What follows belongs to an exercise in optimizing a design on an open flow for small area and a short achievable clock period; a production flow would make more cautious choices. RTL that was checked went through simulation tests only; none was proved equivalent to the original. For runs 3 to 6, only the layout was checked, not whether the RTL still works. Power and IR drop assume default switching activity.

--- config.mk ---
export PLATFORM = sky130hd
export DESIGN_NAME = rv_core
export DESIGN_NICKNAME = rv_core
export VERILOG_FILES = /design/flow/design.v
export SDC_FILE = /design/flow/constraint.sdc
export NUM_CORES = 4
export LEC_CHECK = 0
export CAP_MARGIN = 20
export CORE_MARGIN = 2
export CORE_UTILIZATION = 40
export SETUP_SLACK_MARGIN = 5
export SLEW_MARGIN = 20
--- constraint.sdc ---
create_clock -name core_clock -period 8.0 [get_ports {clk}]
set_input_delay 1.6000 -clock core_clock [delete_from_list [all_inputs] [get_ports {clk}]]
set_output_delay 1.6000 -clock core_clock [all_outputs]
set_load 0.01 [all_outputs]
--- design.v ---
package rv_pkg;
    localparam int xlen       = 32;
    localparam int reg_addr_w = 5;
    localparam int n_regs     = 32;
    localparam int funct3_w   = 3;
    localparam logic [xlen-1:0] reset_pc = 32'h0040_0000;
    localparam logic [4:0] op_op_imm = 5'b00100;
    localparam logic [4:0] op_auipc  = 5'b00101;
    localparam logic [4:0] op_op     = 5'b01100;
    localparam logic [4:0] op_lui    = 5'b01101;
    localparam logic [funct3_w-1:0] alu_add  = 3'd0;
    localparam logic [funct3_w-1:0] alu_sll  = 3'd1;
    localparam logic [funct3_w-1:0] alu_slt  = 3'd2;
    localparam logic [funct3_w-1:0] alu_sltu = 3'd3;
    localparam logic [funct3_w-1:0] alu_xor  = 3'd4;
    localparam logic [funct3_w-1:0] alu_sr   = 3'd5;  
    localparam logic [funct3_w-1:0] alu_or   = 3'd6;
    localparam logic [funct3_w-1:0] alu_and  = 3'd7;
endpackage
import rv_pkg::*;
module fetch_unit (
    input  logic            clk,
    input  logic            rst_n,
    output logic [xlen-1:0] icache_addr,
    output logic [xlen-1:2] pc_dec
);
    logic [xlen-1:2] pc;
    always_ff @(posedge clk) begin
        if (!rst_n)
            pc <= reset_pc[xlen-1:2];
        else
            pc <= pc + 30'd1;
    end
    assign icache_addr = {pc, 2'b00};
    assign pc_dec      = pc - 30'd1;
endmodule
import rv_pkg::*;
module inst_decoder (
    input  logic [xlen-1:2]       ir,
    output logic                  is_op,
    output logic                  is_op_imm,
    output logic                  is_lui,
    output logic                  is_auipc,
    output logic [xlen-1:0]       imm,
    output logic [9:0]            sel,    
    output logic                  sub,
    output logic                  sra
);
    logic [2:0] f3;
    assign is_op     = ir[6:2] == op_op;
    assign is_op_imm = ir[6:2] == op_op_imm;
    assign is_lui    = ir[6:2] == op_lui;
    assign is_auipc  = ir[6:2] == op_auipc;
    assign f3 = ir[14:12];
    assign imm = (is_lui | is_auipc) ? {ir[31:12], 12'd0} : {{20{ir[31]}}, ir[31:20]};
    logic alu_op;
    assign alu_op = is_op | is_op_imm;
    always_comb begin
        sel = '0;
        if (alu_op)
            sel[f3] = 1'b1;
        else
            sel[0] = 1'b1;
    end
    assign sub = alu_op & ((f3 == alu_add & ir[30] & is_op) | f3 == alu_slt | f3 == alu_sltu);
    assign sra = ir[30] & (f3 == alu_sr);
endmodule
import rv_pkg::*;
module alu (
    input  logic [xlen-1:0] a,
    input  logic [xlen-1:0] b,
    input  logic [9:0]      sel,
    input  logic            sub,
    input  logic            sra,
    output logic [xlen-1:0] r
);
    logic [xlen-1:0] bx;
    logic [xlen+1:0] s;
    logic [xlen-1:0] sum;
    logic            cout;
    logic            lt;
    logic            ltu;
    logic [4:0]      sh;
    logic [xlen-1:0] sll;
    logic [xlen-1:0] sr;
    assign bx   = b ^ {xlen{sub}};
    assign s    = {1'b0, a, 1'b1} + {1'b0, bx, sub};
    assign sum  = s[xlen:1];
    assign cout = s[xlen+1];
    assign ltu  = ~cout;
    assign lt   = (a[xlen-1] ^ b[xlen-1]) ? a[xlen-1] : sum[xlen-1];
    assign sh  = b[4:0];
    assign sll = a << sh;
    assign sr  = xlen'($signed({sra & a[xlen-1], a}) >>> sh);
    assign r = ({xlen{sel[0]}} & sum)
             | ({xlen{sel[1]}} & sll)
             | {31'd0, (sel[2] & lt) | (sel[3] & ltu)}
             | ({xlen{sel[4]}} & (a ^ b))
             | ({xlen{sel[5]}} & sr)
             | ({xlen{sel[6]}} & (a | b))
             | ({xlen{sel[7]}} & (a & b));
endmodule
import rv_pkg::*;
module gpr_file (
    input  logic                  clk,
    input  logic [reg_addr_w-1:0] rs1_addr,
    input  logic [reg_addr_w-1:0] rs2_addr,
    output logic [xlen-1:0]       rs1,
    output logic [xlen-1:0]       rs2,
    input  logic [reg_addr_w-1:0] wr_addr,   
    input  logic [xlen-1:0]       wr_data
);
    logic [xlen-1:0] regs [1:n_regs-1];  
    always_ff @(posedge clk) begin
        if (wr_addr != '0)
            regs[wr_addr] <= wr_data;
    end
    assign rs1 = (rs1_addr == '0) ? '0 : regs[rs1_addr];
    assign rs2 = (rs2_addr == '0) ? '0 : regs[rs2_addr];
endmodule
import rv_pkg::*;
module rv_core (
    input  logic                          clk,
    input  logic                          rst_n,
    input  logic [rv_pkg::xlen-1:0]       icache_data,
    output logic [rv_pkg::xlen-1:0]       icache_addr,
    output logic                          wb_valid,
    output logic [rv_pkg::reg_addr_w-1:0] wb_rd,
    output logic [rv_pkg::xlen-1:0]       wb_data
);
    logic [xlen-1:2] pc_dec;
    logic [xlen-1:2] ir;
    logic            d_valid;
    fetch_unit u_fetch (.clk(clk), .rst_n(rst_n), .icache_addr(icache_addr), .pc_dec(pc_dec));
    always_ff @(posedge clk) begin
        ir      <= icache_data[xlen-1:2];
        d_valid <= rst_n;
    end
    logic            is_op, is_op_imm, is_lui, is_auipc;
    logic [xlen-1:0] imm;
    logic [9:0]      sel_d;
    logic            sub_d, sra_d;
    inst_decoder u_dec (
        .ir(ir), .is_op(is_op), .is_op_imm(is_op_imm), .is_lui(is_lui), .is_auipc(is_auipc),
        .imm(imm), .sel(sel_d), .sub(sub_d), .sra(sra_d)
    );
    logic [4:0]      rs1_a, rs2_a, rd_d;
    logic [xlen-1:0] rf1, rf2;
    logic            exec_d;
    assign rs1_a  = ir[19:15];
    assign rs2_a  = ir[24:20];
    assign rd_d   = ir[11:7];
    assign exec_d = d_valid & (is_op | is_op_imm | is_lui | is_auipc);
    logic            e_valid;
    logic [4:0]      e_rd;      
    logic [xlen-1:0] e_a, e_b;
    logic            e_fa, e_fb;
    logic [9:0]      e_sel;
    logic            e_sub, e_sra;
    logic [4:0]      w_rd;      
    logic [xlen-1:0] w_data;
    gpr_file u_gpr (
        .clk(clk), .rs1_addr(rs1_a), .rs2_addr(rs2_a), .rs1(rf1), .rs2(rf2),
        .wr_addr(w_rd), .wr_data(w_data)
    );
    logic use_rs1, use_rs2;
    logic fa_d, fb_d;
    logic [xlen-1:0] a_d, b_d;
    assign use_rs1 = is_op | is_op_imm;
    assign use_rs2 = is_op;
    assign fa_d = use_rs1 & (rs1_a != 5'd0) & (rs1_a == e_rd);
    assign fb_d = use_rs2 & (rs2_a != 5'd0) & (rs2_a == e_rd);
    always_comb begin
        if (is_auipc)
            a_d = {pc_dec, 2'b00};
        else if (!use_rs1 || rs1_a == 5'd0)
            a_d = '0;
        else if (rs1_a == w_rd)
            a_d = w_data;
        else
            a_d = rf1;
    end
    always_comb begin
        if (!use_rs2)
            b_d = imm;
        else if (rs2_a == 5'd0)
            b_d = '0;
        else if (rs2_a == w_rd)
            b_d = w_data;
        else
            b_d = rf2;
    end
    always_ff @(posedge clk) begin
        e_valid <= rst_n & exec_d;
        e_rd    <= (rst_n & exec_d) ? rd_d : 5'd0;
        e_a     <= a_d;
        e_b     <= b_d;
        e_fa    <= fa_d;
        e_fb    <= fb_d;
        e_sel   <= sel_d;
        e_sub   <= sub_d;
        e_sra   <= sra_d;
    end
    logic [xlen-1:0] a, b, r;
    assign a = e_fa ? w_data : e_a;
    assign b = e_fb ? w_data : e_b;
    alu u_alu (.a(a), .b(b), .sel(e_sel), .sub(e_sub), .sra(e_sra), .r(r));
    always_ff @(posedge clk) begin
        wb_valid <= rst_n & e_valid;
        w_rd     <= e_rd;
        w_data   <= r;
    end
    assign wb_rd   = w_rd;
    assign wb_data = w_data;
endmodule
--- run.sh ---
#!/bin/bash
# synth_recipe.tcl (not shown) runs the flow's synth.tcl, then flattens the netlist and writes it again
# the make line also repeats each setting of config.mk as NAME=value (left out here)
make -C /OpenROAD-flow-scripts/flow DESIGN_CONFIG=/design/flow/config.mk WORK_HOME=/design/flow/orfs CLKGATE_MAP_FILE= SYNTH_SCRIPT=/design/flow/synth_recipe.tcl finish
==> metrics.cfg, run 1 <==
[clocking]
htreeDepth=3
cts_buffers=121
root_buffer=clkbuf_16
cts.sinks=1173
clock_latency_ps=790
cts_tree=yes
cts_buffer_depth=3
clkTransAtPathRegs_ps=60

[logic_synthesis]
ys_ff_latch=1173
ys_warn_count=4
synth_flop_cell=edfxtp_1
ys_types=68
avgSynthCellArea_um2=15.2
synth_cells=3941
ys_seq_area_frac=0.559
synth_area_mm2=0.0598
synth_edf_count=992
async_flop_share=0

[critical_path]
path_class=reg2reg
critPathTopFamily=simple AND/OR/NAND/NOR gates
rr_startpoint=e_fa
cpPeakStageDelay_ps=440
critPathLaunch=e_fa
critPathSlowestCell=or4_4
critPathMaxFanout=6
arrival_ps=4210
cp_data_required_time_ps=8620
worstSetupStartpointType=register
cp_cell_sequence=buf_12, mux2i_4, inv_2, ha_4, and4_4, nand2_4, or4_4, a311o_1, and4b_1, o41a_1, and4_1, or3_1
cp-end-kind=register
crit_buf_inv=2

[floorplanning]
die_h_um=391
die-area_mm2=0.152
die_w_um=391
coreArea_mm2=0.148
ioPinCount=104
initial_core_util=0.404
rows=141

[sta]
setup_tns_ps=0
tightest_slew_ps=1110
rsz0062_at_grt=true
setup_ws_ps=4410
clock_skew_ps=98.8
min_period_ps=3590
hold_viol=0
setup_violations=0
period_share=0.449
fmax_ghz=0.278
slew_headroom=0.257
drv_slew=0

[cells_and_area]
area_growth_pct=23.0
drive_gt1_frac=0.355
nNetsFinal=4377
fillCellCount=12184

[routing]
drc=0
dr_total_vias=40690
antenna_left=0
routed_wl_mm=220
via_per_inst=6.48
dr.pass1.iters=6
wl_per_cell_um=35.1
drtIter0Drc=5703

[global_route]
overflow=0
grt_max_degree=79
grt_pass1_vias=39300
met1_usage=0.381
grt.busiest_layer=met2
grt_pass1_wl_mm=302
met3_usage=0.0855
grt.total_usage=0.281
grt_util_met2=0.427
antenna_found_initial=16

[run]
maxCapViolCount=0

[hold_path]
hp-class=reg2reg
hp-start=e_rd[2]

[placed_design]
port_buffers=99
dp_hpwl_mm=120
preCtsSetupSlack_ps=3210
gp_congestion=0.925

[power_and_ir_drop]
p_sw_frac=0.266
p_switching_w=0.00400
p_leak_nw=25.2
p_seq_frac=0.462
p_int_w=0.0110
vdd_drop_max_uv=219
pwr-share-clk=0.373
powerDensity_mw_per_mm2=204
combPwrFrac=0.164

[status]
status=no timing/DRC/antenna violations

-- layout make-up --
| cell class | instances | area (um2) | area share |
|---|---|---|---|
| tap | 1930 | 2410 | 0.0329 |
| clock buffer | 153 | 3240 | 0.0441 |
| antenna | 4 | 10.0 | 0.000136 |
| sequential | 1173 | 33700 | 0.458 |
| clock inverter | 75 | 668 | 0.00909 |
| inverter | 85 | 322 | 0.00438 |
| multi-input combinational | 2380 | 26800 | 0.364 |
| timing repair buffer | 478 | 6400 | 0.0870 |
-- routing by layer --
metal	vias to the layer above	wire, um
met3	439	27100
met5	-	71
li1	16463	-
met4	10	9180
met1	21257	84200
met2	2521	99500
-- cells in the final DEF (no fill, tap or decap), types with 24 or more instances in the layout --
master           synthesis  final
a221oi_1                33     32
nand3_1                 49     48
mux2i_2                  0     41
nor3_1                  62     47
buf_12                   0     65
edfxtp_1               992    992
clkbuf_16                0    134
nor2b_1                 29     28
and2_1                  39     39
buf_4                    3    221
mux2i_1                308    205
dfxtp_4                  0     72
o22ai_1                 34     34
dfxtp_1                181    105
xor2_1                  31     31
buf_16                   0     24
clkdlybuf4s50_1          0     32
mux2_2                  65     57
nand2_1                158    151
nor2_1                 200    167
buf_6                    0     32
o211ai_1                25     25
bufbuf_16                0     36
clkbuf_1               223     25
a21oi_1                243    231
o21ai_0                134    120
xnor2_1                 99     96
mux2i_4                  0     62
clkdlybuf4s15_2          0     26
clkinv_2                 0     30
clkinv_1                 2     26
mux4_2                 527    527
ha_1                   104     84
inv_1                   80     70
nor2_4                   0     31
-- through the flow --
stage | cell area, um2 | total power (W) | cells | util | hold slack, ps
after floorplan | 60000 | 0.00808 | 3942 | - | 373
after global placement | 63400 | 0.00875 | 5783 | 0.429 | 387
after detailed placement | 63400 | 0.00876 | 5783 | 0.429 | 393
after CTS | 72000 | 0.0149 | 6210 | 0.487 | 359
after global routing | 73500 | 0.0154 | 6275 | 0.496 | 366
final | 73500 | 0.0150 | 6278 | 0.497 | 374
-- sequential cells by signal, indices dropped and copies added, names as in the netlist --
| signal | flops |
|---|---|
| w_rd | 5 |
| e_rd | 5 |
| e_fa | 1 |
| e_b | 32 |
| u_fetch.pc | 30 |
| e_fb | 1 |
| w_data | 32 |
| e_valid | 1 |
| u_gpr.regs | 992 |
| wb_valid | 1 |
| d_valid | 1 |
| ir | 30 |
| e_sub | 1 |
| e_a | 32 |
| e_sel | 8 |
| e_sra | 1 |
-- cells by family (layout without fill, tap and decap cells) --
| family | count (synthesis) | in the layout | share of synthesized area |
|---|---|---|---|
| other | 1 | 6 | 0.0000628 |
| AND/OR/NAND/NOR | 622 | 622 | 0.0486 |
| adder cells (fa/ha/maj) | 104 | 104 | 0.0218 |
| flip-flops | 1173 | 1173 | 0.559 |
| buffers and inverters | 389 | 791 | 0.0248 |
| XOR/XNOR | 130 | 130 | 0.0191 |
| AO/OA/AOI/OAI | 622 | 622 | 0.0642 |
| multiplexers | 900 | 900 | 0.262 |
-- final timing paths --
path,to,slack [ps],cells past startpoint
min reg2reg,w_rd[2],370,0
max,w_data[29],4410,12
max reg2reg,w_data[29],4410,12
min,w_rd[2],370,0
-- synthesized netlist by cell type (65+ instances only) --
master | number | area, um2
edfxtp_1 | 992 | 29800
mux4_2 | 527 | 11900
mux2i_1 | 308 | 3080
a21oi_1 | 243 | 1220
clkbuf_1 | 223 | 837
nor2_1 | 200 | 751
dfxtp_1 | 181 | 3620
nand2_1 | 158 | 593
o21ai_0 | 134 | 671
ha_1 | 104 | 1300
xnor2_1 | 99 | 867
inv_1 | 80 | 300
buf_1 | 71 | 267
mux2_2 | 65 | 732
-- power by group through the flow --
stage               Combinational (W)  Clock (W)  Sequential, W
floorplan                    0.000914          0        0.00716
global placement              0.00163          0        0.00711
detailed placement            0.00165          0        0.00711
CTS                           0.00228    0.00565        0.00695
global route                  0.00256    0.00589        0.00695
finish                        0.00247    0.00561        0.00695
-- timing repair --
| item | in CTS | in global routing |
|---|---|---|
| endpoints found under the setup margin | 396 | 144 |
| hold buffers | 0 | 0 |
| hold endpoints to repair | 0 | 0 |
| cloned | 46 | 12 |
| setup buffers | 153 | 52 |
| resized for setup | 730 | 163 |
| pin swaps | 19 | 33 |
==> run 2: changes to the inputs <==
--- a/config.mk
+++ b/config.mk
@@ -10,3 +10,2 @@
 export CORE_UTILIZATION = 40
-export SETUP_SLACK_MARGIN = 5
 export SLEW_MARGIN = 20
==> run 2 against run 1 <==
Compared with the run above:
- still clean
- non-clock buffer count decreased by 261
- final cell count decreased by 4.3%
- sequential share of layout area increased by 3.9 points
- final area decreased by 8.5%
- clock power about the same
- maximum frequency decreased by 28%
- core utilization decreased by 4.2 points
- via count decreased by 7.3%
- register-to-register slack got worse by 1400 ps
- synthesized cell count unchanged
- routed wire length decreased by 15%
==> metrics.cfg, run 2 <==
[logic_synthesis]
synth-simple-area-share=0.0486
ys_types=68
synth_xor_xnor_area_share=0.0191
async_flop_share=0
synth.most_common_cell=edfxtp_1
synth.area.top_cells=edfxtp_1 (50%), mux4_2 (20%), dfxtp_1 (6.1%)
synthTopCellsByCount=edfxtp_1 (992), mux4_2 (527), mux2i_1 (308)
synth_cells=3941
synth_flop_cell=edfxtp_1
synth_area_mm2=0.0598
avgSynthCellArea_um2=15.2
synth_top_cell_area_share=0.499
ys_ff_latch=1173
synth_edf_count=992
synthAdderAreaFrac=0.0218
ys_seq_area_frac=0.559
muxShareOfSynthArea=0.262
ys_warn_count=4
synth_compound_area_frac=0.0642
synth_top_family_by_area=multiplexers
yosysTopAreaCell=edfxtp_1

[routing]
dr.pass1.iters=6
routed_wl_mm=187
dr_total_vias=37715
via_per_inst=6.27
antenna_left=0
wl_per_cell_um=31.2
drtIter0Drc=4428
drc=0

[clocking]
cts_buffer_depth=3
post_cts_buffers=0
clock_latency_ps=750
clkTransAtPathRegs_ps=70
cts.sinks=1173
ctsResizeCount=0
ctsHoldBuffers=0
root_buffer=clkbuf_16
cts_buffers=118
htreeDepth=3
cts_tree=yes

[cells_and_area]
drive_gt1_frac=0.234
post-route-util=0.454
largest_reg_flops=992
layout.cells.most_common=edfxtp_1
area_growth_pct=12.5
nNetsFinal=4113
stdcell_count=6011
regMostFlops=u_gpr.regs
layout_common_cells=edfxtp_1 (992), mux4_2 (527), mux2i_1 (303)

[sta]
min_period_ps=4970
tightest_slew_ps=1210
rsz0062_at_grt=false
period_share=0.621
clock_skew_ps=32.5
slew_headroom=0.193
setup_tns_ps=0
setup_violations=0
drv_slew=0
hold_viol=0
fmax_ghz=0.201

[placed_design]
port_buffers=99
dp.cells=5785
dp_hpwl_mm=116
gp_congestion=0.931

[run]
maxCapViolCount=0

[global_route]
overflow=0
grt_pass1_wl_mm=269
grt_pass1_vias=37582
grt_max_degree=122
antenna_found_initial=7
grt.total_usage=0.244

[floorplanning]
coreArea_mm2=0.148
die_w_um=391
rows=141
ioPinCount=104
die_h_um=391
initial_core_util=0.404
die-area_mm2=0.152

[critical_path]
cp_data_required_time_ps=8640
critPathMaxFanout=48
arrival_ps=5600
worstSetupStartpointType=register
cp-end-kind=register
path_class=reg2reg

[hold_path]
hp-class=reg2reg

[power_and_ir_drop]
vdd_drop_max_uv=176
powerDensity_mw_per_mm2=212
p_leak_nw=22.5
power_w=0.0142

[status]
status=no timing/DRC/antenna violations

-- run 2: cell counts after synthesis --
Identical to the previous run, type by type.
-- run 2: critical path, cell delays in order, from the launching register on --
cell and delay, ps:
dfxtp_2 320, buf_4 530, mux2i_4 330, buf_4 610, inv_2 40, buf_4 340, mux2i_1 270, or4_1 640
a311o_1 440, and4b_1 230, o41a_1 490, and4_1 220, or3_1 290
-- run 2: worst paths after layout --
check / start / end / slack [ps] / cells after the start
max: e_fb / w_data[29] / 3030 / 12
min: ir[8] / e_rd[1] / 430 / 1
max reg2reg: e_fb / w_data[29] / 3030 / 12
min reg2reg: ir[8] / e_rd[1] / 430 / 1
-- run 2: where the power goes --
part	leakage [nW]	internal [W]	switching, W	total, W
clock	1.90	0.00318	0.00245	0.00562
combinational	10.2	0.000619	0.00105	0.00167
sequential	10.4	0.00686	0.0000820	0.00694
total	22.5	0.0107	0.00358	0.0142
-- run 2: area by class of cell --
| type | count | area [um2] |
|---|---|---|
| diodes | 1 | 2.50 |
| clock buffers | 152 | 3150 |
| clock inverters | 73 | 737 |
| fillers | 12787 | 80800 |
| inverters | 85 | 319 |
| multi-input cells | 2380 | 25200 |
| flip-flops and latches | 1173 | 33500 |
| well taps | 1930 | 2410 |
| repair buffers | 217 | 1930 |
-- run 2: per-layer routing --
metal | global-route usage | up-vias | share of wire
met5 | 0 | - | 0
met4 | 0.0958 | 0 | 0.041
met3 | 0.0393 | 339 | 0.085
met2 | 0.391 | 1826 | 0.47
met1 | 0.334 | 19654 | 0.40
li1 | - | 15896 | -
-- run 2: cells by family (layout without fill, tap and decap cells) --
| group | Yosys count | count (layout) |
|---|---|---|
| buffers and inverters | 389 | 527 |
| other | 1 | 3 |
| muxes | 900 | 900 |
| DFF | 1173 | 1173 |
| xor gates and xnor gates | 130 | 130 |
| AOI/OAI and AO/OA | 622 | 622 |
| and+or+nand+nor | 622 | 622 |
| adders and majority gates | 104 | 104 |
-- run 2: per-stage QoR --
stage               instance area [um2]  worst slack (ps)  hold WS [ps]
floorplan                         59800              3170           373
global placement                  63300              3060           410
detailed placement                63300              3080           415
CTS                               67200              3050           431
global route                      67200              2900           435
finish                            67200              3030           425
==> run 3: changes to the inputs <==
--- a/design.v
+++ b/design.v
@@ -117,4 +117,10 @@
     end
-    assign rs1 = (rs1_addr == '0) ? '0 : regs[rs1_addr];
-    assign rs2 = (rs2_addr == '0) ? '0 : regs[rs2_addr];
+    always_comb begin
+        rs1 = '0;
+        rs2 = '0;
+        for (int i = 1; i < n_regs; i++) begin
+            rs1 = rs1 | ({xlen{rs1_addr == reg_addr_w'(i)}} & regs[i]);
+            rs2 = rs2 | ({xlen{rs2_addr == reg_addr_w'(i)}} & regs[i]);
+        end
+    end
 endmodule
--- a/config.mk
+++ b/config.mk
@@ -10,2 +10,3 @@
 export CORE_UTILIZATION = 40
+export SETUP_SLACK_MARGIN = 5
 export SLEW_MARGIN = 20
==> run 3 against run 2 <==
Compared with the run above:
- sequential power about the same
- total power is 5.8% higher
- routed wire length rose by 55%
- core utilization up 5.7 points
- global-route usage up 15 points
- area after synthesis shrank 8.5%
==> metrics.cfg, run 3 <==
[cells_and_area]
layout.cells.most_common=edfxtp_1
drive_gt1_frac=0.253
largest_reg_flops=992
regArea_mm2=0.0337
post-route-util=0.511
regMostFlops=u_gpr.regs
area_growth_pct=26.7
layout_common_cells=edfxtp_1 (992), buf_4 (370), a221oi_1 (319), a22o_1 (319), a22oi_1 (262)
multi_input_area_mm2=0.0222
nNetsFinal=4844
fillCellCount=11492

[routing]
wl_per_cell_um=43.8
routed_wl_mm=290
dr.pass1.iters=13
drtIter0Drc=11685
drc=0
dr_total_vias=50680
via_per_inst=7.67
antenna_left=0

[critical_path]
arrival_ps=4070
cp-end-kind=register
worstSetupStartpointType=register
path_class=reg2reg
ff2ff_path_depth=15
critPathMaxFanout=7
cp_data_required_time_ps=8650

[floorplanning]
coreArea_mm2=0.135
rows=135
ioPinCount=104
die_w_um=374
die_h_um=374
die-area_mm2=0.140
initial_core_util=0.403

[clocking]
htreeDepth=3
clock_latency_ps=800
clkTransAtPathRegs_ps=60
cts.sinks=1173
root_buffer=clkbuf_16
cts_buffers=121
ctsHoldBuffers=0
cts_tree=yes
cts_buffer_depth=3

[logic_synthesis]
synth_compound_area_frac=0.206
synth_area_mm2=0.0547
ys_warn_count=4
ys_types=79
synth_top_cell_area_share=0.545
synth.area.top_cells=edfxtp_1 (54%), dfxtp_1 (6.6%), a221oi_1 (5.2%)
avgSynthCellArea_um2=12.7
ys_seq_area_frac=0.611
synth_xor_xnor_area_share=0.0207
synthAdderAreaFrac=0.0240
synth.most_common_cell=edfxtp_1
synth-simple-area-share=0.0766
async_flop_share=0
synth_top_family_by_area=compound AO/OA/AOI/OAI gates
ys_ff_latch=1173
muxShareOfSynthArea=0.0319
synth_cells=4303
yosysTopAreaCell=edfxtp_1
synthTopCellsByCount=edfxtp_1 (992), a221oi_1 (322), a22o_1 (319)
synth_flop_cell=edfxtp_1
synth_edf_count=992

[placed_design]
dp_hpwl_mm=149
gp_congestion=0.949
port_buffers=99

[global_route]
grt_max_degree=48
grt.total_usage=0.397
antenna_found_initial=24
grt_pass1_wl_mm=385
overflow=0
grt_pass1_vias=46701

[power_and_ir_drop]
p_leak_nw=23.7
powerDensity_mw_per_mm2=217
vdd_drop_max_uv=188

[sta]
rsz0062_at_grt=true
min_period_ps=3420
clock_skew_ps=48.2
setup_tns_ps=0
slew_headroom=0.203
tightest_slew_ps=1200
drv_slew=0
setup_violations=0
hold_viol=0
fmax_ghz=0.292
period_share=0.428
holdWs_ps=401

[run]
maxCapViolCount=0

[status]
status=no timing/DRC/antenna violations

[hold_path]
hp-class=reg2reg
hold_path_depth=0

## run 3: cell types whose count changed after synthesis, sizes merged, moves of 30 or more
| cell | previous run | this run |
|---|---|---|
| a21oi | 243 | 128 |
| a221oi | 33 | 322 |
| a222oi | 0 | 64 |
| a22o | 0 | 319 |
| a22oi | 9 | 263 |
| buf | 81 | 51 |
| clkbuf | 223 | 281 |
| mux2 | 65 | 11 |
| mux2i | 308 | 160 |
| mux4 | 527 | 0 |
| nand2 | 158 | 204 |
| nand3 | 49 | 106 |
| nand4 | 10 | 141 |
| o21ai | 134 | 199 |
## run 3: path summary, 6_finish.rpt
kind            from  slack [ps]         end
max             e_fa        4580  w_data[30]
min          e_rd[0]         400     w_rd[0]
max reg2reg     e_fa        4580  w_data[30]
min reg2reg  e_rd[0]         400     w_rd[0]
## run 3: report_power, final
part | leakage, nW | internal, W | switching (W) | total [W]
clock network | 1.96 | 0.00337 | 0.00257 | 0.00594
registers | 10.5 | 0.00685 | 0.0000696 | 0.00692
logic | 11.3 | 0.000802 | 0.00139 | 0.00219
total | 23.7 | 0.0110 | 0.00403 | 0.0151
## run 3: metal layers
metal / track usage / vias up / wire [um]
met2: 0.549 / 5892 / 114000
li1: - / 18464 / -
met1: 0.459 / 24562 / 93900
met4: 0.273 / 26 / 26900
met5: 0.0240 / - / 245
met3: 0.229 / 1736 / 54800
## run 3: cells by family after synthesis
| logic type | after synthesis |
|---|---|
| AO/OA/AOI/OAI | 1470 |
| XOR/XNOR | 129 |
| adder cells (fa/ha/maj) | 105 |
| buffers and inverters | 410 |
| flip-flops | 1173 |
| multiplexers | 171 |
| other | 1 |
| AND/OR/NAND/NOR | 844 |
## run 3: through the flow
step,instance area [um2],setup slack [ps],power (W),std cells
3_5_place_dp,59000,3080,0.00840,6021
3_3_place_gp,59000,3120,0.00839,6021
6_report,69300,4580,0.0151,6607
4_1_cts,68400,4610,0.0148,6541
2_1_floorplan,55200,4690,0.00774,4304
5_1_grt,69200,4520,0.0152,6588
## run 3: repair_timing
action / 4_1_cts / 5_1_grt
setup buffers: 261 / 45
endpoints found under the setup margin: 164 / 101
gates resized for setup: 756 / 104
cloned: 35 / 1
pin swaps: 79 / 54
## run 3: worst max-delay path, stage by stage (launching register included)
cell	delay, ps
dfxtp_4	470
buf_16	200
mux2i_4	350
inv_1	190
ha_4	370
and4_1	220
o211ai_1	110
buf_4	200
buf_6	120
buf_6	110
a21oi_4	160
nor2_2	60
a21oi_2	160
a31oi_1	120
xnor2_1	150
a221o_1	290
## run 3: final cells by class
| class | count | share of cell area |
|---|---|---|
| Sequential cell | 1173 | 0.487 |
| Multi-Input combinational cell | 2721 | 0.321 |
| Timing Repair Buffer | 610 | 0.0958 |
| Clock buffer | 144 | 0.0456 |
| Tap cell | 1781 | 0.0322 |
| Clock inverter | 80 | 0.0136 |
| Inverter | 78 | 0.00448 |
| Antenna cell | 20 | 0.000723 |
==> run 4: changes to the inputs <==
--- a/design.v
+++ b/design.v
@@ -70,3 +70,3 @@
     input  logic [xlen-1:0] a,
-    input  logic [xlen-1:0] b,
+    input  logic [xlen-1:0] bx,
     input  logic [9:0]      sel,
@@ -74,5 +74,6 @@
     input  logic            sra,
+    input  logic [4:0]      shl,    
+    input  logic [4:0]      shr,    
     output logic [xlen-1:0] r
 );
-    logic [xlen-1:0] bx;
     logic [xlen+1:0] s;
@@ -82,6 +83,4 @@
     logic            ltu;
-    logic [4:0]      sh;
     logic [xlen-1:0] sll;
     logic [xlen-1:0] sr;
-    assign bx   = b ^ {xlen{sub}};
     assign s    = {1'b0, a, 1'b1} + {1'b0, bx, sub};
@@ -90,6 +89,5 @@
     assign ltu  = ~cout;
-    assign lt   = (a[xlen-1] ^ b[xlen-1]) ? a[xlen-1] : sum[xlen-1];
-    assign sh  = b[4:0];
-    assign sll = a << sh;
-    assign sr  = xlen'($signed({sra & a[xlen-1], a}) >>> sh);
+    assign lt   = (a[xlen-1] ^ bx[xlen-1]) ? sum[xlen-1] : a[xlen-1];
+    assign sll = a << shl;
+    assign sr  = xlen'($signed({sra & a[xlen-1], a}) >>> shr);
     assign r = ({xlen{sel[0]}} & sum)
@@ -97,6 +95,6 @@
              | {31'd0, (sel[2] & lt) | (sel[3] & ltu)}
-             | ({xlen{sel[4]}} & (a ^ b))
+             | ({xlen{sel[4]}} & (a ^ bx))
              | ({xlen{sel[5]}} & sr)
-             | ({xlen{sel[6]}} & (a | b))
-             | ({xlen{sel[7]}} & (a & b));
+             | ({xlen{sel[6]}} & (a | bx))
+             | ({xlen{sel[7]}} & (a & bx));
 endmodule
@@ -161,4 +159,4 @@
     logic [4:0]      e_rd;      
-    logic [xlen-1:0] e_a, e_b;
-    logic            e_fa, e_fb;
+    logic [xlen-1:0] e_a, e_bx;    
+    logic [4:0]      e_shl, e_shr;  
     logic [9:0]      e_sel;
@@ -198,2 +196,5 @@
     end
+    logic [xlen-1:0] r;
+    logic [xlen-1:0] b_nxt;
+    assign b_nxt = fb_d ? r : b_d;
     always_ff @(posedge clk) begin
@@ -201,6 +202,6 @@
         e_rd    <= (rst_n & exec_d) ? rd_d : 5'd0;
-        e_a     <= a_d;
-        e_b     <= b_d;
-        e_fa    <= fa_d;
-        e_fb    <= fb_d;
+        e_a     <= fa_d ? r : a_d;
+        e_bx    <= b_nxt ^ {xlen{sub_d}};
+        e_shl   <= sel_d[1] ? b_nxt[4:0] : 5'd0;
+        e_shr   <= sel_d[5] ? b_nxt[4:0] : 5'd0;
         e_sel   <= sel_d;
@@ -209,6 +210,3 @@
     end
-    logic [xlen-1:0] a, b, r;
-    assign a = e_fa ? w_data : e_a;
-    assign b = e_fb ? w_data : e_b;
-    alu u_alu (.a(a), .b(b), .sel(e_sel), .sub(e_sub), .sra(e_sra), .r(r));
+    alu u_alu (.a(e_a), .bx(e_bx), .sel(e_sel), .sub(e_sub), .sra(e_sra), .shl(e_shl), .shr(e_shr), .r(r));
     always_ff @(posedge clk) begin
--- a/config.mk
+++ b/config.mk
@@ -10,3 +10,5 @@
 export CORE_UTILIZATION = 40
+export CTS_CLUSTER_SIZE = 30
 export SETUP_SLACK_MARGIN = 5
 export SLEW_MARGIN = 20
+export TNS_END_PERCENT = 10
==> run 4 against run 3 <==
Compared with the run above:
- largest power group unchanged
- register-to-register slack better by 100 ps
- synthesized cell count up 11%
- die area up 4.6%
- largest cell class unchanged
- clock power up 1%
==> metrics.cfg, run 4 <==
[critical_path]
arrival_ps=4020
r2r_slack_ps=4680
ff2ff_path_depth=10
cp-end-kind=register
r2r_end=e_bx[9]
path_class=reg2reg
cp_data_required_time_ps=8700
worstSetupStartpointType=register
rr_startpoint=ir[23]
critPathMaxFanout=21

[hold_path]
hold_path_depth=1
hold_end=e_rd[4]
hp-start=ir[11]
hp-class=reg2reg

[logic_synthesis]
synth_flop_cell=edfxtp_1
ys_types=89
synth.most_common_cell=edfxtp_1
synth_cells=4770
ys_seq_area_frac=0.587
avgSynthCellArea_um2=12.0
synth_top_cell_area_share=0.521
synth_area_mm2=0.0572
async_flop_share=0
synth_edf_count=992
ys_warn_count=4
ys_ff_latch=1181
synthTopCellsByCount=edfxtp_1 (992), a22oi_1 (773), nand2_1 (388)
yosysTopAreaCell=edfxtp_1
synth.area.top_cells=edfxtp_1 (52%), a22oi_1 (10%), dfxtp_1 (6.6%)

[cells_and_area]
nNetsFinal=5197
layout_common_cells=edfxtp_1 (992), a22oi_1 (765), nand2_1 (381)
regMostFlops=u_gpr.regs
largest_reg_flops=992
layout.cells.most_common=edfxtp_1
area_growth_pct=24.6
drive_gt1_frac=0.235

[sta]
period_share=0.415
setup_ws_ps=4680
slew_headroom=0.199
setup_violations=0
drv_slew=0
fmax_ghz=0.301
setup_tns_ps=0
tightest_slew_ps=1200
hold_viol=0
min_period_ps=3320
rsz0062_at_grt=true
clock_skew_ps=87.9

[placed_design]
gp_congestion=1.01
preCtsSetupSlack_ps=3130
port_buffers=99
dp_hpwl_mm=173

[global_route]
grt_pass1_wl_mm=409
grt_pass1_vias=48656
grt.total_usage=0.408
overflow=0
antenna_found_initial=16
grt_max_degree=48

[floorplanning]
coreArea_mm2=0.142
rows=138
die_h_um=382
ioPinCount=104
die_w_um=382
die-area_mm2=0.146
initial_core_util=0.403

[clocking]
root_buffer=clkbuf_16
cts_buffers=121
clock_latency_ps=810
htreeDepth=3
cts_tree=yes
cts_buffer_depth=3
cts.sinks=1181
clkTransAtPathRegs_ps=60

[routing]
drc=0
via_per_inst=7.66
routed_wl_mm=315
dr_total_vias=54460
dr.pass1.iters=17
antenna_left=0
wl_per_cell_um=44.3
drtIter0Drc=13309

[status]
status=no timing/DRC/antenna violations

[power_and_ir_drop]
p_leak_nw=25.1
vdd_drop_max_uv=197
powerDensity_mw_per_mm2=209
power_w=0.0149

[run]
maxCapViolCount=0

## run 4: cell count changes after synthesis, sizes merged, moves of 78 or more
cell | previous run | this run
a221oi | 322 | 33
a22o | 319 | 34
and3 | 16 | 158
a22oi | 263 | 773
mux2i | 160 | 55
nand2 | 204 | 388
buf | 51 | 129
## run 4: where the power goes
group	internal, W	total [W]	switching (W)	leakage [nW]
clock network	0.00339	0.00601	0.00262	2.00
registers	0.00692	0.00703	0.000113	10.5
logic	0.000678	0.00188	0.00120	12.6
## run 4: worst max-delay path by stage
stage | from | to | slack, ps | cells after the start
2_1_floorplan | e_a[24] | e_bx[31] | 5000 | 13
3_3_place_gp | ir[21] | e_bx[16] | 3210 | 10
3_5_place_dp | e_a[8] | e_bx[13] | 3130 | 10
4_1_cts | w_data[18] | wb_data[18] | 4770 | 2
5_1_grt | ir[21] | e_bx[11] | 4720 | 11
6_report | ir[23] | e_bx[9] | 4680 | 10
## run 4: layout make-up
class / count / area [um2]
antenna: 29 / 72.6
clock buffer: 141 / 3150
clock inverter: 85 / 986
fill: 12126 / 70500
inverter: 127 / 477
multi-input combinational: 3088 / 23900
sequential: 1181 / 33900
tap: 1890 / 2360
timing repair buffer: 571 / 6440
## run 4: per-stage QoR
step	hold slack (ps)	utilization	cell area, um2	std cells
after detailed placement	416	0.432	61200	6584
after global routing	445	0.502	71200	7096
after CTS	431	0.486	68900	6959
final	428	0.503	71300	7112
after floorplan	373	-	57200	4771
after global placement	417	0.432	61200	6583
## run 4: logic make-up after synthesis
family | Yosys count | share of synthesized area
muxes | 142 | 0.0398
and+or+nand+nor | 1260 | 0.112
other | 1 | 0.0000656
xor gates and xnor gates | 117 | 0.0179
adders and majority gates | 73 | 0.0161
DFF | 1181 | 0.587
AOI/OAI and AO/OA | 1489 | 0.192
buffers and inverters | 507 | 0.0355
## run 4: timing repair
action,CTS,global route
setup endpoints to repair,168,146
resized for setup,654,293
cloned,23,20
buffers inserted,126,103
hold buffers,0,0
pin swaps,67,63
hold endpoints to repair,0,0
## run 4: routing by layer
metal / part of all wire / GRT usage / vias to the layer above
li1: - / - / 19698
met2: 0.39 / 0.555 / 6546
met1: 0.31 / 0.471 / 26017
met5: 0.0040 / 0.0248 / -
met4: 0.11 / 0.313 / 26
met3: 0.19 / 0.226 / 2173
## run 4: worst max-delay path, stage by stage, from the launching register on
cell and delay [ps]:
dfxtp_4 460, clkbuf_16 230, nand3_2 230, nor2_4 570
buf_12 350, a22oi_1 120, and4_1 170, a21oi_1 330
a211o_1 170, a2bb2oi_2 390, xnor2_1 160
==> run 5: changes to the inputs <==
--- a/design.v
+++ b/design.v
@@ -103,4 +103,4 @@
     input  logic                  clk,
-    input  logic [reg_addr_w-1:0] rs1_addr,
-    input  logic [reg_addr_w-1:0] rs2_addr,
+    input  logic [n_regs-1:1]     rs1_sel,   
+    input  logic [n_regs-1:1]     rs2_sel,
     output logic [xlen-1:0]       rs1,
@@ -119,4 +119,4 @@
         for (int i = 1; i < n_regs; i++) begin
-            rs1 = rs1 | ({xlen{rs1_addr == reg_addr_w'(i)}} & regs[i]);
-            rs2 = rs2 | ({xlen{rs2_addr == reg_addr_w'(i)}} & regs[i]);
+            rs1 = rs1 | ({xlen{rs1_sel[i]}} & regs[i]);
+            rs2 = rs2 | ({xlen{rs2_sel[i]}} & regs[i]);
         end
@@ -138,2 +138,13 @@
     fetch_unit u_fetch (.clk(clk), .rst_n(rst_n), .icache_addr(icache_addr), .pc_dec(pc_dec));
+    logic [n_regs-1:1] rs1_sel_f, rs2_sel_f;
+    logic [n_regs-1:1] rs1_sel, rs2_sel;
+    logic              f_rs1, f_rs2;
+    assign f_rs1 = icache_data[6:2] == op_op || icache_data[6:2] == op_op_imm;
+    assign f_rs2 = icache_data[6:2] == op_op;
+    always_comb begin
+        for (int i = 1; i < n_regs; i++) begin
+            rs1_sel_f[i] = f_rs1 && icache_data[19:15] == reg_addr_w'(i);
+            rs2_sel_f[i] = f_rs2 && icache_data[24:20] == reg_addr_w'(i);
+        end
+    end
     always_ff @(posedge clk) begin
@@ -141,2 +152,4 @@
         d_valid <= rst_n;
+        rs1_sel <= rs1_sel_f;
+        rs2_sel <= rs2_sel_f;
     end
@@ -163,7 +176,8 @@
     logic            e_sub, e_sra;
-    logic [4:0]      w_rd;      
+    logic [4:0]      w_rd;
     logic [xlen-1:0] w_data;
+    logic [xlen-1:0] r;         
     gpr_file u_gpr (
-        .clk(clk), .rs1_addr(rs1_a), .rs2_addr(rs2_a), .rs1(rf1), .rs2(rf2),
-        .wr_addr(w_rd), .wr_data(w_data)
+        .clk(clk), .rs1_sel(rs1_sel), .rs2_sel(rs2_sel), .rs1(rf1), .rs2(rf2),
+        .wr_addr(e_rd), .wr_data(r)
     );
@@ -176,23 +190,4 @@
     assign fb_d = use_rs2 & (rs2_a != 5'd0) & (rs2_a == e_rd);
-    always_comb begin
-        if (is_auipc)
-            a_d = {pc_dec, 2'b00};
-        else if (!use_rs1 || rs1_a == 5'd0)
-            a_d = '0;
-        else if (rs1_a == w_rd)
-            a_d = w_data;
-        else
-            a_d = rf1;
-    end
-    always_comb begin
-        if (!use_rs2)
-            b_d = imm;
-        else if (rs2_a == 5'd0)
-            b_d = '0;
-        else if (rs2_a == w_rd)
-            b_d = w_data;
-        else
-            b_d = rf2;
-    end
-    logic [xlen-1:0] r;
+    assign a_d = rf1 | (is_auipc ? {pc_dec, 2'b00} : '0);
+    assign b_d = rf2 | (use_rs2 ? '0 : imm);
     logic [xlen-1:0] b_nxt;
==> run 5 against run 4 <==
Compared with the run above:
- die area is 1.9% lower
- sequential power increased by 4.0%
- critical path type unchanged
- largest power group unchanged
- final cell count down 8.7%
- synthesized cell count down 10%
==> metrics.cfg, run 5 <==
[global_route]
met3_usage=0.188
grt.total_usage=0.382
met1_usage=0.447
grt_util_met2=0.539
grt_pass1_wl_mm=374
antenna_found_initial=29
overflow=0
grt_pass1_vias=45227
grt_max_degree=52
grt.busiest_layer=met2

[logic_synthesis]
synth.area.top_cells=edfxtp_1 (53%), dfxtp_1 (9.0%), a22oi_1 (6.0%)
synth.most_common_cell=edfxtp_1
synth-simple-area-share=0.0807
ys_ff_latch=1243
synth_area_mm2=0.0561
synthAdderAreaFrac=0.0164
synth_edf_count=992
yosysTopAreaCell=edfxtp_1
ys_types=89
synth_cells=4285
muxShareOfSynthArea=0.0463
synth_compound_area_frac=0.191
synth_top_cell_area_share=0.531
synth_xor_xnor_area_share=0.0155
synth_top_family_by_area=compound AO/OA/AOI/OAI gates
avgSynthCellArea_um2=13.1
synthTopCellsByCount=edfxtp_1 (992), a22oi_1 (448), clkbuf_1 (257)
ys_warn_count=4
synth_flop_cell=edfxtp_1
async_flop_share=0
ys_seq_area_frac=0.620

[routing]
routed_wl_mm=284
via_per_inst=7.62
dr.pass1.iters=13
drc=0
dr_total_vias=49487
drtIter0Drc=11821
antenna_left=0
wl_per_cell_um=43.8

[hold_path]
hp-class=reg2reg

[clocking]
htreeDepth=4
root_buffer=clkbuf_16
cts_buffer_depth=3
clkTransAtPathRegs_ps=60
cts_buffers=134
clock_latency_ps=790
cts_tree=yes
cts.sinks=1243

[power_and_ir_drop]
powerDensity_mw_per_mm2=223
p_switching_w=0.00366
p_int_w=0.0113
p_leak_nw=21.9
vdd_drop_max_uv=206
pwr-share-clk=0.428
p_seq_frac=0.488
combPwrFrac=0.084
p_sw_frac=0.244

[sta]
rsz0062_at_grt=true
setup_ws_ps=4630
setup_violations=0
min_period_ps=3370
tightest_slew_ps=1270
slew_headroom=0.149
period_share=0.421
drv_slew=0
setup_tns_ps=0
clock_skew_ps=37.4
hold_viol=0
fmax_ghz=0.297

[status]
status=no timing/DRC/antenna violations

[critical_path]
arrival_ps=4060
cp_data_required_time_ps=8690
path_class=reg2reg
cp-end-kind=register
critPathMaxFanout=18
worstSetupStartpointType=register

[floorplanning]
rows=137
die_w_um=379
die_h_um=379
initial_core_util=0.403
ioPinCount=104
die-area_mm2=0.143
coreArea_mm2=0.139

[placed_design]
gp_congestion=0.980
dp.cells=6097
port_buffers=99
preCtsSetupSlack_ps=3630
dp_hpwl_mm=158

[cells_and_area]
largest_reg_flops=992
multi_input_area_mm2=0.0211
drive_gt1_frac=0.212
nNetsFinal=4591
layout_common_cells=edfxtp_1 (992), a22oi_1 (447), a22o_1 (230), a221oi_1 (230), buf_4 (200)
regMostFlops=u_gpr.regs
stdcell_count=6491
regArea_mm2=0.0351
area_growth_pct=19.6
fillCellCount=12128
layout.cells.most_common=edfxtp_1

[run]
maxCapViolCount=0

run 5: changes by cell type after synthesis, sizes merged, moves of 68 or more:
| cell | previous run | this run |
|---|---|---|
| and3 | 158 | 15 |
| nand4 | 71 | 182 |
| buf | 129 | 61 |
| nand2 | 388 | 189 |
| a22o | 34 | 230 |
| a221oi | 33 | 238 |
| a22oi | 773 | 448 |
run 5: worst max-delay path: stages (launching register included):
cell	delay, ps
dfxtp_2	590
buf_4	460
a22o_1	270
a221oi_1	250
nand3_1	150
nor4_1	670
nand3_1	280
mux2_2	300
o211ai_1	80
nor3_1	170
run 5: final cells by class:
class                   instances  area share
diodes                         21    0.000783
flip-flops and latches       1243       0.523
multi-input cells            2631       0.315
well taps                    1876      0.0350
repair buffers                359      0.0523
repair inverters               12     0.00134
inverters                     103     0.00636
clock buffers                 166      0.0550
clock inverters                80      0.0118
run 5: what timing repair did:
item                                    in CTS  in global routing
endpoints found under the hold margin        0                  0
resized for setup                          248                136
gates cloned                                21                 11
setup buffers                               57                 38
hold buffers                                 0                  0
pin swaps                                   16                 21
endpoints found under the setup margin    1231               1172
run 5: power groups by stage:
| stage | Clock [W] | Sequential (W) | Combinational, W |
|---|---|---|---|
| 5_1_grt | 0.00666 | 0.00731 | 0.00129 |
| 3_3_place_gp | 0 | 0.00747 | 0.000925 |
| 6_report | 0.00641 | 0.00731 | 0.00126 |
| 4_1_cts | 0.00640 | 0.00731 | 0.00108 |
| 3_5_place_dp | 0 | 0.00746 | 0.000932 |
| 2_1_floorplan | 0 | 0.00744 | 0.000493 |
run 5: per-stage QoR:
stage          utilization  hold WS (ps)  area (um2)  total power, W
6_report             0.482           427       67100          0.0150
3_3_place_gp         0.430           413       60000         0.00839
4_1_cts              0.474           431       66000          0.0148
3_5_place_dp         0.430           416       60000         0.00840
5_1_grt              0.481           447       67100          0.0153
2_1_floorplan            -           329       56500         0.00793
run 5: kinds of logic after synthesis:
| family | Yosys count |
|---|---|
| AO/OA/AOI/OAI | 1389 |
| flip-flops | 1243 |
| AND/OR/NAND/NOR | 892 |
| buffers and inverters | 421 |
| multiplexers | 167 |
| XOR/XNOR | 99 |
| adder cells (fa/ha/maj) | 73 |
| other | 1 |
run 5: worst paths after layout:
path / from / cells past startpoint / slack (ps) / endpoint
hold reg to reg: e_valid / 1 / 430 / wb_valid
hold / removal: e_valid / 1 / 430 / wb_valid
setup / recovery: rs2_sel[28] / 9 / 4630 / e_bx[28]
setup reg to reg: rs2_sel[28] / 9 / 4630 / e_bx[28]
run 5: routing by layer:
layer,share of wire,up-vias
li1,-,18081
met1,0.32,23928
met2,0.40,5686
met3,0.18,1763
met4,0.099,29
met5,0.0021,-
==> run 6: changes to the inputs <==
==> flow/run.sh (new file) <==
#!/bin/bash
# The standard layout (the standard.sh, standard synthesis unchanged), with
# two placement/resizing options changed:
#  - ports are buffered with buf_4 instead of the slow delay cell that
#    buffer_ports picks by default;
#  - the resizer may swap a cell for one with a different footprint.
set -uo pipefail
bash standard.sh \
  "BUFFER_PORTS_ARGS=-buffer_cell sky130_fd_sc_hd__buf_4" \
  MATCH_CELL_FOOTPRINT=0 \
  finish > standard.log 2>&1
==> standard.sh (new file) <==
#!/bin/bash
# synth_recipe.tcl (not shown) runs the flow's synth.tcl, then flattens the netlist and writes it again
# the make line also repeats each setting of config.mk as NAME=value (left out here)
make -C /OpenROAD-flow-scripts/flow DESIGN_CONFIG=/design/flow/config.mk WORK_HOME=/design/flow/orfs CLKGATE_MAP_FILE= SYNTH_SCRIPT=/design/flow/synth_recipe.tcl "${@:-finish}"
removed: run.sh
==> run 6 against run 5 <==
Compared with the run above:
- largest power group unchanged
- largest cell class unchanged
- highest routed layer unchanged
- core utilization fell by 0.53 points
- final cell count down 0.46%
- hold slack lost 2.5 ps
==> metrics.cfg, run 6 <==
[global_route]
grt.total_usage=0.385
grt_max_degree=52
overflow=0
antenna_found_initial=16
grt_pass1_wl_mm=377
grt_pass1_vias=45199

[clocking]
ctsHoldBuffers=0
htreeDepth=4
root_buffer=clkbuf_16
cts_buffers=134
cts_buffer_depth=3
cts.sinks=1243
cts_tree=yes
clock_latency_ps=810
clkTransAtPathRegs_ps=60

[sta]
min_period_ps=3410
period_share=0.427
setup_violations=0
clock_skew_ps=40.5
tightest_slew_ps=1360
setup_tns_ps=0
hold_viol=0
rsz0062_at_grt=true
fmax_ghz=0.293
drv_slew=0
slew_headroom=0.0897

[logic_synthesis]
ys_types=89
synthTopCellsByCount=edfxtp_1 (992), a22oi_1 (448), clkbuf_1 (257)
synth.most_common_cell=edfxtp_1
ys_ff_latch=1243
avgSynthCellArea_um2=13.1
synth_flop_cell=edfxtp_1
ys_warn_count=4
synth_cells=4285
async_flop_share=0
ys_seq_area_frac=0.620
synth_edf_count=992
yosysTopAreaCell=edfxtp_1
synth_top_cell_area_share=0.531
synth.area.top_cells=edfxtp_1 (53%), dfxtp_1 (9.0%), a22oi_1 (6.0%)
synth_area_mm2=0.0561

[routing]
routed_wl_mm=284
dr_total_vias=48688
antenna_left=0
drtIter0Drc=10801
dr.pass1.iters=12
wl_per_cell_um=43.9
via_per_inst=7.54
drc=0

[cells_and_area]
layout.cells.most_common=edfxtp_1
fillCellCount=12209
layout_common_cells=edfxtp_1 (992), a22oi_1 (448), buf_4 (292)
nNetsFinal=4569
area_growth_pct=18.3
largest_reg_flops=992
regMostFlops=u_gpr.regs
drive_gt1_frac=0.217

[critical_path]
path_class=reg2reg
arrival_ps=4060
worstSetupStartpointType=register
cp_data_required_time_ps=8640
cp-end-kind=register
critPathMaxFanout=17

[floorplanning]
coreArea_mm2=0.139
die-area_mm2=0.143
rows=137
ioPinCount=104
die_w_um=379
initial_core_util=0.403
die_h_um=379

[power_and_ir_drop]
power_w=0.0150
powerDensity_mw_per_mm2=226
vdd_drop_max_uv=232
p_leak_nw=21.6

[hold_path]
hp-class=reg2reg

[status]
status=no timing/DRC/antenna violations

[placed_design]
gp_congestion=0.985
port_buffers=99
dp_hpwl_mm=162

[run]
maxCapViolCount=0

-- run 6: layer usage --
metal	GRT usage	vias to the layer above	part of all wire
met5	0.00446	-	0.00075
met4	0.290	18	0.099
met3	0.184	1656	0.17
met2	0.546	5245	0.41
met1	0.447	23799	0.32
li1	-	17970	-
-- run 6: logic make-up after synthesis --
| logic type | Yosys count | synth area share |
|---|---|---|
| fa+ha+maj | 73 | 0.0164 |
| compound gates | 1389 | 0.191 |
| flops | 1243 | 0.620 |
| xor+xnor | 99 | 0.0155 |
| buf+inv | 421 | 0.0296 |
| simple gates | 892 | 0.0807 |
| other cells | 1 | 0.0000668 |
| mux | 167 | 0.0463 |
-- run 6: worst paths after layout --
path / start / end / slack [ps] / cells after the start
max: rs2_sel[29] / e_bx[25] / 4590 / 7
max reg2reg: rs2_sel[29] / e_bx[25] / 4590 / 7
min: ir[7] / e_rd[0] / 420 / 1
min reg2reg: ir[7] / e_rd[0] / 420 / 1
-- run 6: worst max-delay path, cell delays in order (launching register included) --
cell and delay (ps):
dfxtp_2 570, buf_4 450, a22o_1 270, a221oi_1 280, nand4_1 180, nor3_1 980
a32oi_1 280, xor2_1 200
-- run 6: area by class of cell --
class	instances	area (um2)	area share
Inverter	103	425	0.00641
Sequential cell	1243	35000	0.528
Clock buffer	175	3700	0.0557
Antenna cell	15	37.5	0.000565
Tap cell	1876	2350	0.0354
Clock inverter	69	812	0.0122
Timing Repair Buffer	342	3070	0.0462
Timing Repair inverter	11	80.1	0.00121
Multi-Input combinational cell	2627	20900	0.315
-- run 6: repair_timing --
action,CTS,global route
setup buffers,41,25
resized for setup,192,62
cloned,18,10
pin swaps,24,17
endpoints found under the setup margin,1206,1016
-- run 6: where the power goes --
group	internal, W	switching (W)	total, W
Sequential	0.00724	0.0000828	0.00732
Combinational	0.000391	0.000814	0.00121
Clock	0.00379	0.00269	0.00648
Total	0.0114	0.00359	0.0150
-- run 6: metrics by stage --
stage                util  instance area [um2]  hold slack, ps  setup WS [ps]  instances
finish              0.476                66400             425           4590       6461
global route        0.476                66400             444           4730       6447
CTS                 0.471                65700             427           4880       6411
detailed placement  0.429                59800             413           3600       6108
global placement    0.429                59800             410           3600       6108
floorplan               -                56500             329           4820       4286
==> run 7: changes to the inputs <==
--- a/design.v
+++ b/design.v
@@ -141,8 +141,13 @@
     logic              f_rs1, f_rs2;
+    logic              fw1_f, fw2_f;
+    logic              fw1, fw2;
+    logic [4:0]        e_rd;      
     assign f_rs1 = icache_data[6:2] == op_op || icache_data[6:2] == op_op_imm;
     assign f_rs2 = icache_data[6:2] == op_op;
+    assign fw1_f = f_rs1 && icache_data[19:15] == e_rd && e_rd != 5'd0;
+    assign fw2_f = f_rs2 && icache_data[24:20] == e_rd && e_rd != 5'd0;
     always_comb begin
         for (int i = 1; i < n_regs; i++) begin
-            rs1_sel_f[i] = f_rs1 && icache_data[19:15] == reg_addr_w'(i);
-            rs2_sel_f[i] = f_rs2 && icache_data[24:20] == reg_addr_w'(i);
+            rs1_sel_f[i] = f_rs1 && !fw1_f && icache_data[19:15] == reg_addr_w'(i);
+            rs2_sel_f[i] = f_rs2 && !fw2_f && icache_data[24:20] == reg_addr_w'(i);
         end
@@ -154,2 +159,4 @@
         rs2_sel <= rs2_sel_f;
+        fw1     <= fw1_f;
+        fw2     <= fw2_f;
     end
@@ -171,3 +178,2 @@
     logic            e_valid;
-    logic [4:0]      e_rd;      
     logic [xlen-1:0] e_a, e_bx;    
@@ -181,3 +187,3 @@
         .clk(clk), .rs1_sel(rs1_sel), .rs2_sel(rs2_sel), .rs1(rf1), .rs2(rf2),
-        .wr_addr(e_rd), .wr_data(r)
+        .wr_addr(w_rd), .wr_data(w_data)
     );
@@ -190,4 +196,4 @@
     assign fb_d = use_rs2 & (rs2_a != 5'd0) & (rs2_a == e_rd);
-    assign a_d = rf1 | (is_auipc ? {pc_dec, 2'b00} : '0);
-    assign b_d = rf2 | (use_rs2 ? '0 : imm);
+    assign a_d = rf1 | (fw1 ? w_data : '0) | (is_auipc ? {pc_dec, 2'b00} : '0);
+    assign b_d = rf2 | (fw2 ? w_data : '0) | (use_rs2 ? '0 : imm);
     logic [xlen-1:0] b_nxt;
==> run 7 against run 6 <==
Compared with the run above:
- maximum frequency is 5.0% higher
- highest routed layer unchanged
- combinational power is 9% lower
- critical path type unchanged
- sequential power hardly changed
- critical path depth is 1 higher
- clock power hardly changed
- worst setup slack better by 160 ps
- largest cell class unchanged
- register-to-register slack better by 160 ps
- critical endpoint is now e_bx[9]
- total power is 0.56% lower
- sequential share of layout area is 0.38 points higher
==> metrics.cfg, run 7 <==
[global_route]
overflow=0
grt_pass1_vias=45208
grt_max_degree=58
grt_pass1_wl_mm=377
met3_usage=0.180
met1_usage=0.440
antenna_found_initial=23
grt_util_met2=0.529
grt.busiest_layer=met2
grt.total_usage=0.376

[clocking]
clkTransAtPathRegs_ps=70
cts_buffer_depth=3
htreeDepth=4
cts_tree=yes
root_buffer=clkbuf_16
cts_buffers=135
cts.sinks=1245
clock_latency_ps=810

[floorplanning]
coreArea_mm2=0.141
ioPinCount=104
die_h_um=380
rows=138
initial_core_util=0.401
die_w_um=380
die-area_mm2=0.144

[critical_path]
critPathMaxFanout=18
critPathLaunch=rs2_sel[2]
worstSetupStartpointType=register
cp_data_required_time_ps=8690
path_class=reg2reg
r2r_slack_ps=4750
endpoint=e_bx[9]
rr_startpoint=rs2_sel[2]
ff2ff_path_depth=8
r2r_end=e_bx[9]
arrival_ps=3940
cp-end-kind=register

[sta]
clock_skew_ps=50.5
hold_viol=0
fmax_ghz=0.308
setup_ws_ps=4750
setup_violations=0
slew_headroom=0.162
tightest_slew_ps=1260
period_share=0.406
rsz0062_at_grt=true
holdWs_ps=424
drv_slew=0
setup_tns_ps=0
min_period_ps=3250

[logic_synthesis]
synth_edf_count=992
ys_seq_area_frac=0.616
synth_area_mm2=0.0566
ys_ff_latch=1245
synth_cells=4352
synth_flop_cell=edfxtp_1
yosysTopAreaCell=edfxtp_1
async_flop_share=0
ys_types=86
ys_warn_count=4
synth.area.top_cells=edfxtp_1 (53%), dfxtp_1 (9.0%), a22oi_1 (8.1%)
avgSynthCellArea_um2=13.0
synth.most_common_cell=edfxtp_1
synth_top_cell_area_share=0.526
synthTopCellsByCount=edfxtp_1 (992), a22oi_1 (610), clkbuf_1 (263)

[cells_and_area]
fin_area_mm2=0.0660
largest_reg_flops=992
layout.cells.most_common=edfxtp_1
regMostFlops=u_gpr.regs
drive_gt1_frac=0.190
layout_common_cells=edfxtp_1 (992), a22oi_1 (609), buf_4 (273)
nNetsFinal=4587
area_growth_pct=16.6

[hold_path]
hp-class=reg2reg
hold_path_depth=1

[placed_design]
dp_hpwl_mm=159
port_buffers=99
preCtsSetupSlack_ps=3950
placed_area_mm2=0.0602
gp_congestion=0.996

[routing]
routed_wl_mm=282
dr.pass1.iters=11
drtIter0Drc=10828
via_per_inst=7.61
wl_per_cell_um=43.5
dr_total_vias=49447
drc=0
antenna_left=0

[run]
maxCapViolCount=0

[power_and_ir_drop]
vdd_drop_max_uv=234
p_leak_nw=21.7
powerDensity_mw_per_mm2=226

[status]
status=no timing/DRC/antenna violations

[run 7: logic make-up after synthesis]
| logic type | count (synthesis) | synth area share |
|---|---|---|
| AND/OR/NAND/NOR | 894 | 0.0809 |
| adder cells (fa/ha/maj) | 72 | 0.0161 |
| multiplexers | 150 | 0.0445 |
| other | 1 | 0.0000663 |
| flip-flops | 1245 | 0.616 |
| buffers and inverters | 430 | 0.0294 |
| XOR/XNOR | 110 | 0.0170 |
| AO/OA/AOI/OAI | 1450 | 0.196 |
[run 7: where the power goes]
group	internal (W)	switching, W
Sequential	0.00725	0.0000907
Clock	0.00378	0.00271
Combinational	0.000332	0.000763
[run 7: area by class of cell]
class / instances / area, um2
diodes: 13 / 32.5
clock buffers: 180 / 3840
clock inverters: 67 / 709
fillers: 12512 / 75100
inverters: 102 / 400
multi-input cells: 2678 / 20800
flip-flops and latches: 1245 / 35100
well taps: 1890 / 2360
repair buffers: 319 / 2770
[run 7: how the worst min path moves through the flow]
stage          startpoint  endpoint  slack [ps]
6_report           ir[11]   e_rd[4]         420
5_1_grt             ir[7]   e_rd[0]         440
4_1_cts             ir[8]   e_rd[1]         430
3_5_place_dp       ir[11]   e_rd[4]         420
3_3_place_gp        ir[8]   e_rd[1]         410
2_1_floorplan     e_rd[0]   w_rd[0]         330
[run 7: repair_timing]
| item | in CTS | in global routing |
|---|---|---|
| buffers inserted | 27 | 7 |
| pin swaps | 17 | 4 |
| setup endpoints to repair | 166 | 166 |
| hold buffers | 0 | 0 |
| resized for setup | 205 | 17 |
| gates cloned | 3 | 2 |
[run 7: metrics by stage]
stage	std cells	power, W	util
6_report	6494	0.0149	0.468
5_1_grt	6482	0.0152	0.467
4_1_cts	6471	0.0148	0.466
3_5_place_dp	6194	0.00841	0.427
3_3_place_gp	6193	0.00841	0.427
2_1_floorplan	4353	0.00792	-
[run 7: critical path, stage by stage (launching register included)]
cell and delay (ps):
dfxtp_2 650, buf_4 510, a22o_1 290, a221oi_1 250, nand4_1 160, a2111oi_1 760
nand2_1 150, o21ai_1 240, xnor2_1 100
[run 7: layer usage]
layer | vias up | share of wire
li1 | 18140 | -
met1 | 23819 | 0.32
met2 | 5622 | 0.40
met3 | 1832 | 0.18
met4 | 34 | 0.10
met5 | - | 0.0014

==> afterwards: timing with drivers on the ports <==
No port has a modelled driver above. Below, the same layouts with a new extraction and two added sets of constraints.
Step 1: set_driving_cell puts a clkbuf_16 on clk and a buf_2 on each other input, an assumption about the parent block.
Step 2 also shifts input and output timing later by t, the mid clock arrival at the registers, as if the neighbouring blocks saw the same clock.
a / b / c = ideal ports / drivers / drivers and shift; a / b = the first two.
run | shift t [ns] | slack for setup (ns) | hold slack, ns | clock arrival spread, ns | worst data-port slew with drivers (ns)
run 1 | 0.821 | 4.409 / 4.409 / 4.409 | 0.374 / 0.374 / 0.374 | 0.104 / 0.104 | 0.06
run 2 | 0.813 | 3.034 / 3.034 / 3.034 | 0.425 / 0.425 / 0.425 | 0.036 / 0.036 | 0.04
run 3 | 0.855 | 4.577 / 4.577 / 4.577 | 0.401 / 0.401 / 0.401 | 0.053 / 0.053 | 0.04
run 4 | 0.844 | 4.679 / 4.679 / 4.679 | 0.428 / 0.428 / 0.428 | 0.093 / 0.093 | 0.05
run 5 | 0.845 | 4.631 / 4.631 / 4.369 | 0.427 / 0.427 / 0.427 | 0.038 / 0.037 | 0.10
run 6 | 0.864 | 4.588 / 4.588 / 4.588 | 0.425 / 0.425 / 0.425 | 0.046 / 0.046 | 0.19
run 7 | 0.867 | 4.750 / 4.703 / 4.494 | 0.424 / 0.424 / 0.424 | 0.051 / 0.050 | 0.04
After both steps every run listed still meets setup and hold. The setup slack of run 5, which loses most, moves by 0.000 ns with the drivers and by -0.262 ns with both steps.
